This is an optimization exercise on Yosys and OpenROAD, whose aim is small area, not a production implementation. The RTL was checked by simulation tests, not by an equivalence proof against the original design. No activity file was given, so power comes from the tool's default toggle rates.

==> quartz <==
Design ex_stage, start of the top module:
module ex_stage
(
    input  logic                CLK,
    input  logic                RST,
    input  logic                in_valid,
    output logic                in_ready,
    input  logic [3:0]          op,
    input  logic                word,
    input  logic [3:0]          br_kind,
    input  logic [63:0]         rs1,
    input  logic [63:0]         rs2,
    input  logic [63:0]         pc,
    input  logic [63:0]         imm,
    output logic                out_valid,
    input  logic                out_ready,
    output logic [63:0]         result,
    output logic                redirect,
    output logic [63:0]         redirect_pc,
    output logic                target_misaligned
);
==> module ex_stage, before the edit <==
module ex_stage
(
    input  logic                CLK,
    input  logic                RST,
    input  logic                in_valid,
    output logic                in_ready,
    input  logic [3:0]          op,
    input  logic                word,
    input  logic [3:0]          br_kind,
    input  logic [63:0]         rs1,
    input  logic [63:0]         rs2,
    input  logic [63:0]         pc,
    input  logic [63:0]         imm,
    output logic                out_valid,
    input  logic                out_ready,
    output logic [63:0]         result,
    output logic                redirect,
    output logic [63:0]         redirect_pc,
    output logic                target_misaligned
);
    logic is_add, is_sub, is_sll, is_srl, is_sra, is_and, is_or, is_xor, is_slt, is_sltu, is_pass;
    assign is_add  = op == 4'd1;
    assign is_sub  = op == 4'd2;
    assign is_sll  = op == 4'd3;
    assign is_srl  = op == 4'd4;
    assign is_sra  = op == 4'd5;
    assign is_and  = op == 4'd6;
    assign is_or   = op == 4'd7;
    assign is_xor  = op == 4'd8;
    assign is_slt  = op == 4'd9;
    assign is_sltu = op == 4'd10;
    assign is_pass = op == 4'd11;
    logic is_jalr, is_jump;
    assign is_jalr = br_kind == 4'd2;
    assign is_jump = (br_kind == 4'd1) || is_jalr;
    logic ld, hold;
    assign in_ready = !out_valid || out_ready;
    assign ld   = in_ready;
    assign hold = !ld;
    logic [63:0] x, ap, ag, jp, jg, ac, sum;
    assign x  = rs1 ^ rs2;
    assign ap = x ^ {64{is_sub}};
    assign ag = rs1 & ~ap;
    always_comb begin
        for (int i = 0; i < 64; i++) begin
            jp[i] = is_jump ? (pc[i] ^ (i == 2)) : ap[i];
            jg[i] = is_jump ? (pc[i] & (i == 2)) : (ag[i] & ~(is_xor | is_or));
        end
    end
    ex_bk_carry #(.N(64)) u_add (.p(jp), .g(jg), .cin(is_sub & ~is_jump), .c(ac));
    assign sum = jp ^ ac;
    logic ne, bhi, ltu, lt;
    ex_cmp #(.N(64)) u_cmp (.x(x), .b(rs2), .ne(ne), .bhi(bhi));
    assign ltu = ne & bhi;
    assign lt  = ne & (bhi ^ x[63]);
    logic [63:0] sh_x, sh_y;
    logic [5:0]  shamt;
    logic        fill;
    assign shamt = {rs2[5] & ~word, rs2[4:0]};
    always_comb begin
        for (int i = 0; i < 64; i++)
            sh_x[i] = is_sll ? rs1[63-i] : rs1[i];
        if (word & ~is_sll)
            sh_x[63:32] = {32{is_sra & rs1[31]}};
    end
    assign fill = is_sra & sh_x[63];
    ex_shr u_shr (.x(sh_x), .s(shamt), .fill(fill), .y(sh_y));
    logic [63:0] base, tp, tg, tc, target;
    assign base = is_jalr ? rs1 : pc;
    assign tp = base ^ imm;
    assign tg = base & imm;
    ex_bk_carry #(.N(64)) u_tgt (.p(tp), .g(tg), .cin(1'b0), .c(tc));
    assign target = tp ^ tc;
    logic taken;
    always_comb begin
        case (br_kind)
            4'd1, 4'd2: taken = 1'b1;
            4'd3: taken = !ne;
            4'd4: taken = ne;
            4'd5: taken = lt;
            4'd6: taken = !lt;
            4'd7: taken = ltu;
            4'd8: taken = !ltu;
            default: taken = 1'b0;
        endcase
    end
    logic k_arith, k_sr, k_sl, k_and, k_or, k_xor, k_pass, k_slt, k_sltu, k_link;
    assign k_arith = ld & ~is_jump & (is_add | is_sub);
    assign k_sr    = ld & ~is_jump & (is_srl | is_sra);
    assign k_sl    = ld & ~is_jump & is_sll;
    assign k_and   = ld & ~is_jump & is_and;
    assign k_or    = ld & ~is_jump & is_or;
    assign k_xor   = ld & ~is_jump & is_xor;
    assign k_pass  = ld & ~is_jump & is_pass;
    assign k_slt   = ld & ~is_jump & is_slt;
    assign k_sltu  = ld & ~is_jump & is_sltu;
    assign k_link  = ld & is_jump;
    logic k_ab, k_x;
    assign k_ab    = k_and | k_or;
    assign k_x     = k_xor | k_or;
    logic k_sum;
    assign k_sum   = k_arith | k_link;
    logic k_wa, k_wsr, k_wsl, w31;
    assign k_wa  = k_arith & ~word | k_link;
    assign k_wsr = k_sr & ~word;
    assign k_wsl = k_sl & ~word;
    assign w31   = (k_arith & sum[31]) | (k_sr & sh_y[31]) | (k_sl & sh_y[32]);
    logic [63:0] res_d;
    always_comb begin
        for (int i = 0; i < 64; i++) begin
            res_d[i] = (k_ab & ag[i]) | (k_pass & rs2[i])
                     | (hold & result[i]);
            if (i < 32)
                res_d[i] = res_d[i] | ((k_sum | k_x) & sum[i]) | (k_sr & sh_y[i]) | (k_sl & sh_y[63-i]);
            else
                res_d[i] = res_d[i] | ((k_wa | k_x) & sum[i]) | (k_wsr & sh_y[i]) | (k_wsl & sh_y[63-i])
                         | (word & w31);
        end
        res_d[0] = res_d[0] | (k_slt & lt) | (k_sltu & ltu);
    end
    logic taken_q, tmis;
    assign tmis              = redirect_pc[1] | redirect_pc[0];
    assign target_misaligned = taken_q & tmis;
    assign redirect          = taken_q & ~tmis;
    always_ff @(posedge CLK) begin
        if (RST)
            out_valid <= 1'b0;
        else if (in_ready)
            out_valid <= in_valid;
    end
    always_ff @(posedge CLK) begin
        result <= res_d;
    end
    always_ff @(posedge CLK) begin
        if (ld) begin
            redirect_pc <= target;
            taken_q     <= taken;
        end
    end
endmodule
export LEC_CHECK = 0
export CAP_MARGIN = 10
export CORE_MARGIN = 2
export CORE_UTILIZATION = 55
export GPL_TIMING_DRIVEN = 0
export SETUP_SLACK_MARGIN = 0.1
export SLEW_MARGIN = 10
create_clock -name core_clock -period 8.0 [get_ports {CLK}]
standard.sh (not shown) runs the stock make flow with config.mk's settings and CLKGATE_MAP_FILE= SYNTH_SCRIPT=/design/flow/synth_recipe.tcl, a recipe that flattens the netlist after the stock synthesis.
==> flow/flow/run.sh <==
#!/bin/bash
# Own layout flow: the standard synthesis for reference, then the same
# ORFS synthesis with an area-oriented ABC script (registers unchanged, checked
# below), then the standard layout with one small buffer cell per port.
set -euo pipefail
W=$PWD
F=$W/flow
R=$W/orfs/results/$FLOW_PLATFORM/ex_stage/base

bash standard.sh synth > $W/log_std_synth.txt 2>&1
cp $R/1_2_yosys.v $W/std_1_2_yosys.v

regs() {
  grep -E '^\s*sky130_fd_sc_hd__(e?dfxtp|dfrtp|dfstp|dfxbp|edfxbp|dfbbp|dfrbp|dfsbp)_[0-9]+ ' "$1" \
    | sed -E 's/_[0-9]+ / /; s/\(.*//' | awk '{print $1, $2}' | sort
}

# 2. Area-oriented synthesis: same script, ABC with an area script, no adder-cell extraction
rm -f $R/1_2_yosys.v $R/1_2_yosys.sdc $R/1_synth.odb $R/1_synth.sdc
export MY_ABC_SCRIPT=$F/area.abc
make -C $FLOW_HOME DESIGN_CONFIG=$W/config.mk WORK_HOME=$W/orfs CLKGATE_MAP_FILE= \
  SYNTH_SCRIPT=$F/own_synth.tcl ADDER_MAP_FILE= MY_ABC_SCRIPT=$F/area.abc synth \
  > $W/log_own_synth.txt 2>&1 || true

if [[ -f $R/1_synth.odb ]] && diff <(regs $W/std_1_2_yosys.v) <(regs $R/1_2_yosys.v) > $W/log_reg_diff.txt \
   && [[ $(regs $R/1_2_yosys.v | wc -l) -gt 0 ]]; then
  echo "own synthesis kept: $(regs $R/1_2_yosys.v | wc -l) registers match" > $W/log_choice.txt
else
  echo "own synthesis dropped: registers differ or it failed" > $W/log_choice.txt
  rm -f $R/1_2_yosys.v $R/1_2_yosys.sdc $R/1_synth.odb $R/1_synth.sdc
  bash standard.sh synth > $W/log_std_synth2.txt 2>&1
fi

# 3. Standard layout from the synthesized netlist
export PRE_RESIZE_TCL=$F/small_bufs.tcl
export BUFFER_PORTS_ARGS="-buffer_cell sky130_fd_sc_hd__buf_1"
export CTS_ARGS="-sink_clustering_enable -repair_clock_nets -buf_list sky130_fd_sc_hd__clkbuf_8 -sink_clustering_size 10 -dont_use_dummy_load"
bash standard.sh > $W/log_layout.txt 2>&1
==> flow/flow/small_bufs.tcl <==
set_dont_use {sky130_fd_sc_hd__buf_4 sky130_fd_sc_hd__buf_6 sky130_fd_sc_hd__buf_8 sky130_fd_sc_hd__buf_12 sky130_fd_sc_hd__buf_16 sky130_fd_sc_hd__bufbuf_* sky130_fd_sc_hd__bufinv_* sky130_fd_sc_hd__inv_4 sky130_fd_sc_hd__inv_6 sky130_fd_sc_hd__inv_8 sky130_fd_sc_hd__inv_12 sky130_fd_sc_hd__inv_16 sky130_fd_sc_hd__clkbuf_4 sky130_fd_sc_hd__clkbuf_8 sky130_fd_sc_hd__clkbuf_16 sky130_fd_sc_hd__clkinv_4 sky130_fd_sc_hd__clkinv_8 sky130_fd_sc_hd__clkinv_16}
Other scripts of this flow, unchanged in this note and not shown: flow/flow/area.abc, flow/flow/own_synth.tcl
==> inputs of garnet, as changes to quartz <==
--- a/flow/design.v
+++ b/flow/design.v
@@ -54,18 +54,22 @@
         c = {G[N-2:0], cin};
     end
 endmodule
-module ex_shr
-(
-    input  logic [63:0] x,
-    input  logic [5:0]  s,
-    input  logic        fill,
-    output logic [63:0] y
-);
-    always_comb begin
-        y = x;
-        for (int k = 0; k < 6; k++)
-            for (int i = 0; i < 64; i++)
-                y[i] = s[k] ? ((i + (1 << k) < 64) ? y[i + (1 << k)] : fill) : y[i];
+module ex_bk_inc #(parameter int N = 62)
+(
+    input  logic [N-1:0] a,
+    output logic [N-1:0] s
+);
+    localparam int D0 = 1 << ($clog2(N) - 2);
+    logic [N-1:0] P;
+    always_comb begin
+        P = a;
+        for (int d = 1; d < N; d = d * 2)
+            for (int i = 2 * d - 1; i < N; i = i + 2 * d)
+                P[i] = P[i] & P[i-d];
+        for (int d = D0; d >= 1; d = d / 2)
+            for (int i = 3 * d - 1; i < N; i = i + 2 * d)
+                P[i] = P[i] & P[i-d];
+        s = a ^ {P[N-2:0], 1'b1};
     end
 endmodule
 module ex_cmp #(parameter int N = 64)
@@ -86,6 +90,127 @@
             end
         ne  = D[N-1];
         bhi = L[N-1];
+    end
+endmodule
+module ex_shr
+(
+    input  logic [63:0] x,
+    input  logic [5:0]  s,
+    input  logic        fill,
+    output logic [63:0] y
+);
+    always_comb begin
+        y = x;
+        for (int k = 0; k < 6; k++)
+            for (int i = 0; i < 64; i++)
+                y[i] = s[k] ? ((i + (1 << k) < 64) ? y[i + (1 << k)] : fill) : y[i];
+    end
+endmodule
+module branch_resolver
+(
+    input  ex_pkg::br_kind_t br_kind,
+    input  ex_pkg::xword_t   rs1,
+    input  ex_pkg::xword_t   rs2,
+    input  ex_pkg::xword_t   pc,
+    input  ex_pkg::xword_t   imm,
+    output logic             res_taken,
+    output ex_pkg::xword_t   res_target,
+    output ex_pkg::xword_t   res_link,
+    output logic             res_misaligned
+);
+    localparam int ALIGN_W = $clog2(4);
+    logic       eq;
+    logic       lt;
+    logic       ltu;
+    logic       taken;
+    ex_pkg::xword_t     base;
+    ex_pkg::xword_t     target;
+    assign eq  = rs1 == rs2;
+    assign lt  = $signed(rs1) < $signed(rs2);
+    assign ltu = rs1 < rs2;
+    always_comb
+    begin
+        case (br_kind)
+            ex_pkg::br_none:
+                taken = 1'b0;
+            ex_pkg::br_jal, ex_pkg::br_jalr:
+                taken = 1'b1;
+            ex_pkg::br_eq:
+                taken = eq;
+            ex_pkg::br_ne:
+                taken = !eq;
+            ex_pkg::br_lt:
+                taken = lt;
+            ex_pkg::br_ge:
+                taken = !lt;
+            ex_pkg::br_ltu:
+                taken = ltu;
+            ex_pkg::br_geu:
+                taken = !ltu;
+            default:
+                taken = 1'b0;
+        endcase
+    end
+    assign base   = (br_kind == ex_pkg::br_jalr) ? rs1 : pc;
+    assign target = base + imm;
+    assign res_taken      = taken;
+    assign res_target     = target;
+    assign res_link       = pc + ex_pkg::xword_t'(4);
+    assign res_misaligned = taken && (|target[ALIGN_W-1:0]);
+endmodule
+module ex_result_reg
+(
+    input  logic             CLK,
+    input  logic             RST,
+    input  ex_pkg::br_kind_t br_kind,
+    input  ex_pkg::xword_t   alu_result,
+    input  logic             br_taken,
+    input  ex_pkg::xword_t   br_target,
+    input  ex_pkg::xword_t   br_link,
+    input  logic             br_misaligned,
+    input  logic             in_valid,
+    output logic             in_ready,
+    output logic             out_valid,
+    input  logic             out_ready,
+    output ex_pkg::xword_t   result,
+    output logic             redirect,
+    output ex_pkg::xword_t   redirect_pc,
+    output logic             target_misaligned
+);
+    logic       accept;
+    logic       is_jump;
+    logic       redirect_d;
+    ex_pkg::xword_t     result_d;
+    assign is_jump    = (br_kind == ex_pkg::br_jal) || (br_kind == ex_pkg::br_jalr);
+    assign result_d   = is_jump ? br_link : alu_result;
+    assign redirect_d = br_taken && !br_misaligned;
+    assign in_ready = !out_valid || out_ready;
+    assign accept   = in_valid && in_ready;
+    always_ff @(posedge CLK)
+    begin
+        if (RST)
+        begin
+            out_valid         <= 1'b0;
+            redirect          <= 1'b0;
+            target_misaligned <= 1'b0;
+        end
+        else if (in_ready)
+        begin
+            out_valid <= in_valid;
+            if (accept)
+            begin
+                redirect          <= redirect_d;
+                target_misaligned <= br_misaligned;
+            end
+        end
+    end
+    always_ff @(posedge CLK)
+    begin
+        if (accept)
+        begin
+            result      <= result_d;
+            redirect_pc <= br_target;
+        end
     end
 endmodule
 module ex_stage
@@ -134,7 +259,7 @@
     always_comb begin
         for (int i = 0; i < 64; i++) begin
             jp[i] = is_jump ? (pc[i] ^ (i == 2)) : ap[i];
-            jg[i] = is_jump ? (pc[i] & (i == 2)) : (ag[i] & ~(is_xor | is_or));
+            jg[i] = is_jump ? (pc[i] & (i == 2)) : ag[i];
         end
     end
     ex_bk_carry #(.N(64)) u_add (.p(jp), .g(jg), .cin(is_sub & ~is_jump), .c(ac));
@@ -186,7 +311,7 @@
     assign k_sltu  = ld & ~is_jump & is_sltu;
     assign k_link  = ld & is_jump;
     logic k_ab, k_x;
-    assign k_ab    = k_and | k_or;
+    assign k_ab    = k_and | k_or | k_pass;
     assign k_x     = k_xor | k_or;
     logic k_sum;
     assign k_sum   = k_arith | k_link;
@@ -198,12 +323,12 @@
     logic [63:0] res_d;
     always_comb begin
         for (int i = 0; i < 64; i++) begin
-            res_d[i] = (k_ab & ag[i]) | (k_pass & rs2[i])
+            res_d[i] = (k_ab & ag[i]) | (x[i] & (k_x | (k_pass & rs2[i])))
                      | (hold & result[i]);
             if (i < 32)
-                res_d[i] = res_d[i] | ((k_sum | k_x) & sum[i]) | (k_sr & sh_y[i]) | (k_sl & sh_y[63-i]);
+                res_d[i] = res_d[i] | (k_sum & sum[i]) | (k_sr & sh_y[i]) | (k_sl & sh_y[63-i]);
             else
-                res_d[i] = res_d[i] | ((k_wa | k_x) & sum[i]) | (k_wsr & sh_y[i]) | (k_wsl & sh_y[63-i])
+                res_d[i] = res_d[i] | (k_wa & sum[i]) | (k_wsr & sh_y[i]) | (k_wsl & sh_y[63-i])
                          | (word & w31);
         end
         res_d[0] = res_d[0] | (k_slt & lt) | (k_sltu & ltu);
--- a/flow/flow/run.sh
+++ b/flow/flow/run.sh
@@ -32,7 +32,6 @@
 fi
 
 # 3. Standard layout from the synthesized netlist
-export PRE_RESIZE_TCL=$F/small_bufs.tcl
 export BUFFER_PORTS_ARGS="-buffer_cell sky130_fd_sc_hd__buf_1"
 export CTS_ARGS="-sink_clustering_enable -repair_clock_nets -buf_list sky130_fd_sc_hd__clkbuf_8 -sink_clustering_size 10 -dont_use_dummy_load"
 bash standard.sh > $W/log_layout.txt 2>&1
CAP_MARGIN = 20   (was 10)
CORE_UTILIZATION = 50   (was 55)
SETUP_SLACK_MARGIN = default   (was 0.1)
SLEW_MARGIN = 20   (was 10)
removed: flow/flow/small_bufs.tcl
==> inputs of tundra, as changes to quartz <==
--- a/flow/design.v
+++ b/flow/design.v
@@ -54,18 +54,22 @@
         c = {G[N-2:0], cin};
     end
 endmodule
-module ex_shr
-(
-    input  logic [63:0] x,
-    input  logic [5:0]  s,
-    input  logic        fill,
-    output logic [63:0] y
-);
-    always_comb begin
-        y = x;
-        for (int k = 0; k < 6; k++)
-            for (int i = 0; i < 64; i++)
-                y[i] = s[k] ? ((i + (1 << k) < 64) ? y[i + (1 << k)] : fill) : y[i];
+module ex_bk_inc #(parameter int N = 62)
+(
+    input  logic [N-1:0] a,
+    output logic [N-1:0] s
+);
+    localparam int D0 = 1 << ($clog2(N) - 2);
+    logic [N-1:0] P;
+    always_comb begin
+        P = a;
+        for (int d = 1; d < N; d = d * 2)
+            for (int i = 2 * d - 1; i < N; i = i + 2 * d)
+                P[i] = P[i] & P[i-d];
+        for (int d = D0; d >= 1; d = d / 2)
+            for (int i = 3 * d - 1; i < N; i = i + 2 * d)
+                P[i] = P[i] & P[i-d];
+        s = a ^ {P[N-2:0], 1'b1};
     end
 endmodule
 module ex_cmp #(parameter int N = 64)
@@ -86,6 +90,127 @@
             end
         ne  = D[N-1];
         bhi = L[N-1];
+    end
+endmodule
+module ex_shr
+(
+    input  logic [63:0] x,
+    input  logic [5:0]  s,
+    input  logic        fill,
+    output logic [63:0] y
+);
+    always_comb begin
+        y = x;
+        for (int k = 0; k < 6; k++)
+            for (int i = 0; i < 64; i++)
+                y[i] = s[k] ? ((i + (1 << k) < 64) ? y[i + (1 << k)] : fill) : y[i];
+    end
+endmodule
+module branch_resolver
+(
+    input  ex_pkg::br_kind_t br_kind,
+    input  ex_pkg::xword_t   rs1,
+    input  ex_pkg::xword_t   rs2,
+    input  ex_pkg::xword_t   pc,
+    input  ex_pkg::xword_t   imm,
+    output logic             res_taken,
+    output ex_pkg::xword_t   res_target,
+    output ex_pkg::xword_t   res_link,
+    output logic             res_misaligned
+);
+    localparam int ALIGN_W = $clog2(4);
+    logic       eq;
+    logic       lt;
+    logic       ltu;
+    logic       taken;
+    ex_pkg::xword_t     base;
+    ex_pkg::xword_t     target;
+    assign eq  = rs1 == rs2;
+    assign lt  = $signed(rs1) < $signed(rs2);
+    assign ltu = rs1 < rs2;
+    always_comb
+    begin
+        case (br_kind)
+            ex_pkg::br_none:
+                taken = 1'b0;
+            ex_pkg::br_jal, ex_pkg::br_jalr:
+                taken = 1'b1;
+            ex_pkg::br_eq:
+                taken = eq;
+            ex_pkg::br_ne:
+                taken = !eq;
+            ex_pkg::br_lt:
+                taken = lt;
+            ex_pkg::br_ge:
+                taken = !lt;
+            ex_pkg::br_ltu:
+                taken = ltu;
+            ex_pkg::br_geu:
+                taken = !ltu;
+            default:
+                taken = 1'b0;
+        endcase
+    end
+    assign base   = (br_kind == ex_pkg::br_jalr) ? rs1 : pc;
+    assign target = base + imm;
+    assign res_taken      = taken;
+    assign res_target     = target;
+    assign res_link       = pc + ex_pkg::xword_t'(4);
+    assign res_misaligned = taken && (|target[ALIGN_W-1:0]);
+endmodule
+module ex_result_reg
+(
+    input  logic             CLK,
+    input  logic             RST,
+    input  ex_pkg::br_kind_t br_kind,
+    input  ex_pkg::xword_t   alu_result,
+    input  logic             br_taken,
+    input  ex_pkg::xword_t   br_target,
+    input  ex_pkg::xword_t   br_link,
+    input  logic             br_misaligned,
+    input  logic             in_valid,
+    output logic             in_ready,
+    output logic             out_valid,
+    input  logic             out_ready,
+    output ex_pkg::xword_t   result,
+    output logic             redirect,
+    output ex_pkg::xword_t   redirect_pc,
+    output logic             target_misaligned
+);
+    logic       accept;
+    logic       is_jump;
+    logic       redirect_d;
+    ex_pkg::xword_t     result_d;
+    assign is_jump    = (br_kind == ex_pkg::br_jal) || (br_kind == ex_pkg::br_jalr);
+    assign result_d   = is_jump ? br_link : alu_result;
+    assign redirect_d = br_taken && !br_misaligned;
+    assign in_ready = !out_valid || out_ready;
+    assign accept   = in_valid && in_ready;
+    always_ff @(posedge CLK)
+    begin
+        if (RST)
+        begin
+            out_valid         <= 1'b0;
+            redirect          <= 1'b0;
+            target_misaligned <= 1'b0;
+        end
+        else if (in_ready)
+        begin
+            out_valid <= in_valid;
+            if (accept)
+            begin
+                redirect          <= redirect_d;
+                target_misaligned <= br_misaligned;
+            end
+        end
+    end
+    always_ff @(posedge CLK)
+    begin
+        if (accept)
+        begin
+            result      <= result_d;
+            redirect_pc <= br_target;
+        end
     end
 endmodule
 module ex_stage
@@ -186,7 +311,7 @@
     assign k_sltu  = ld & ~is_jump & is_sltu;
     assign k_link  = ld & is_jump;
     logic k_ab, k_x;
-    assign k_ab    = k_and | k_or;
+    assign k_ab    = k_and | k_or | k_pass;
     assign k_x     = k_xor | k_or;
     logic k_sum;
     assign k_sum   = k_arith | k_link;
@@ -198,7 +323,7 @@
     logic [63:0] res_d;
     always_comb begin
         for (int i = 0; i < 64; i++) begin
-            res_d[i] = (k_ab & ag[i]) | (k_pass & rs2[i])
+            res_d[i] = (k_ab & ag[i]) | (k_pass & x[i] & rs2[i])
                      | (hold & result[i]);
             if (i < 32)
                 res_d[i] = res_d[i] | ((k_sum | k_x) & sum[i]) | (k_sr & sh_y[i]) | (k_sl & sh_y[63-i]);
--- a/flow/flow/run.sh
+++ b/flow/flow/run.sh
@@ -32,7 +32,6 @@
 fi
 
 # 3. Standard layout from the synthesized netlist
-export PRE_RESIZE_TCL=$F/small_bufs.tcl
 export BUFFER_PORTS_ARGS="-buffer_cell sky130_fd_sc_hd__buf_1"
 export CTS_ARGS="-sink_clustering_enable -repair_clock_nets -buf_list sky130_fd_sc_hd__clkbuf_8 -sink_clustering_size 10 -dont_use_dummy_load"
 bash standard.sh > $W/log_layout.txt 2>&1
CORE_UTILIZATION = 45   (was 55)
SETUP_SLACK_MARGIN = 0.25   (was 0.1)
removed: flow/flow/small_bufs.tcl
==> qor summary <==
item                                                                        garnet         tundra         quartz
Simple-gate share of the synthesized area                                   0.2230         0.2183         0.2092
Signed area change from the synthesized netlist to the final layout         22.06%         21.55%         17.22%
Relative area of clock buffers and inverters in the final design           0.01172        0.01194        0.01238
Power in combinational cells                                               1.54 mW        1.53 mW        1.49 mW
Endpoint of the worst-slack reg-to-reg timing path                      result[40]      result[3]     result[63]
Total core area                                                      0.03237 sq mm  0.03540 sq mm  0.02878 sq mm
Proportion of power drawn by combinational gates                             0.531          0.527          0.524
Effective utilization at floorplan                                          0.5052         0.4556         0.5604
Grt met1 use                                                                0.5744         0.5261         0.5776
Power Density                                                        144.9 mW/mm^2  147.7 mW/mm^2  150.6 mW/mm^2
Switching part of the total                                                 0.4691         0.4706         0.4703
Number of nets in the layout                                                  3293           3236           3215
Pin count of the biggest net entering global routing                           122             67             73
Logic depth of the worst register-to-register path                              12              9             13
Power in sequential cells                                                 0.889 mW       0.902 mW       0.898 mW
DRT iter0 DRCs                                                                3274           2483           3519
Beginning of the critical path                                          br_kind[2]     br_kind[2]      out_ready
Highest metal layer with signal wires                                         met4           met5           met4
Delay of the slowest cell on the worst path                                 440 ps         420 ps         880 ps
Reg2reg setup slack                                                        3580 ps        4340 ps        1110 ps
Final hold slack                                                          513.8 ps       513.6 ps       513.8 ps
Vertical extent of the die                                                184.9 um       193.3 um       175.2 um
Summed instance area of the synthesized netlist                      0.01635 sq mm  0.01613 sq mm  0.01613 sq mm
Outcome                                                   timing/DRC/antenna clean  timing/DRC/antenna clean  timing/DRC/antenna clean
Share of power burned in registers                                           0.307          0.312          0.315

port drivers added, routing unchanged:
How much do the figures lean on ideal ports? The routed layouts below were timed once more, with nothing changed but the port constraints.
Step 1 sets driving cells, clkbuf_16 on the clock port and buf_2 on the other inputs (assumed; they add their load-dependent delay and slew).
Step 2 times the ports against the registers' clock, not the clock port: input delays grow and output delays shrink by t, the midpoint of the rising clock arrivals with the driver on.
Three values: no drivers, after step 1, after step 2; two values: the first two.
run | t (ns) | setup WS [ns] | hold slack, ns | worst register clock-pin slew, ns
quartz | 0.524 | 0.269 / 0.293 / -0.231 | 0.514 / 0.514 / 0.514 | 0.09 / 0.09
garnet | 0.561 | 0.274 / 0.304 / -0.258 | 0.514 / 0.514 / 0.514 | 0.09 / 0.09
tundra | 0.555 | 0.585 / 0.618 / 0.063 | 0.514 / 0.514 / 0.514 | 0.09 / 0.09
Met with ideal ports but missed after step 2: setup timing in quartz and garnet. For garnet, which loses most, drivers alone change the setup slack by +0.030 ns; drivers and shift together by -0.532 ns.
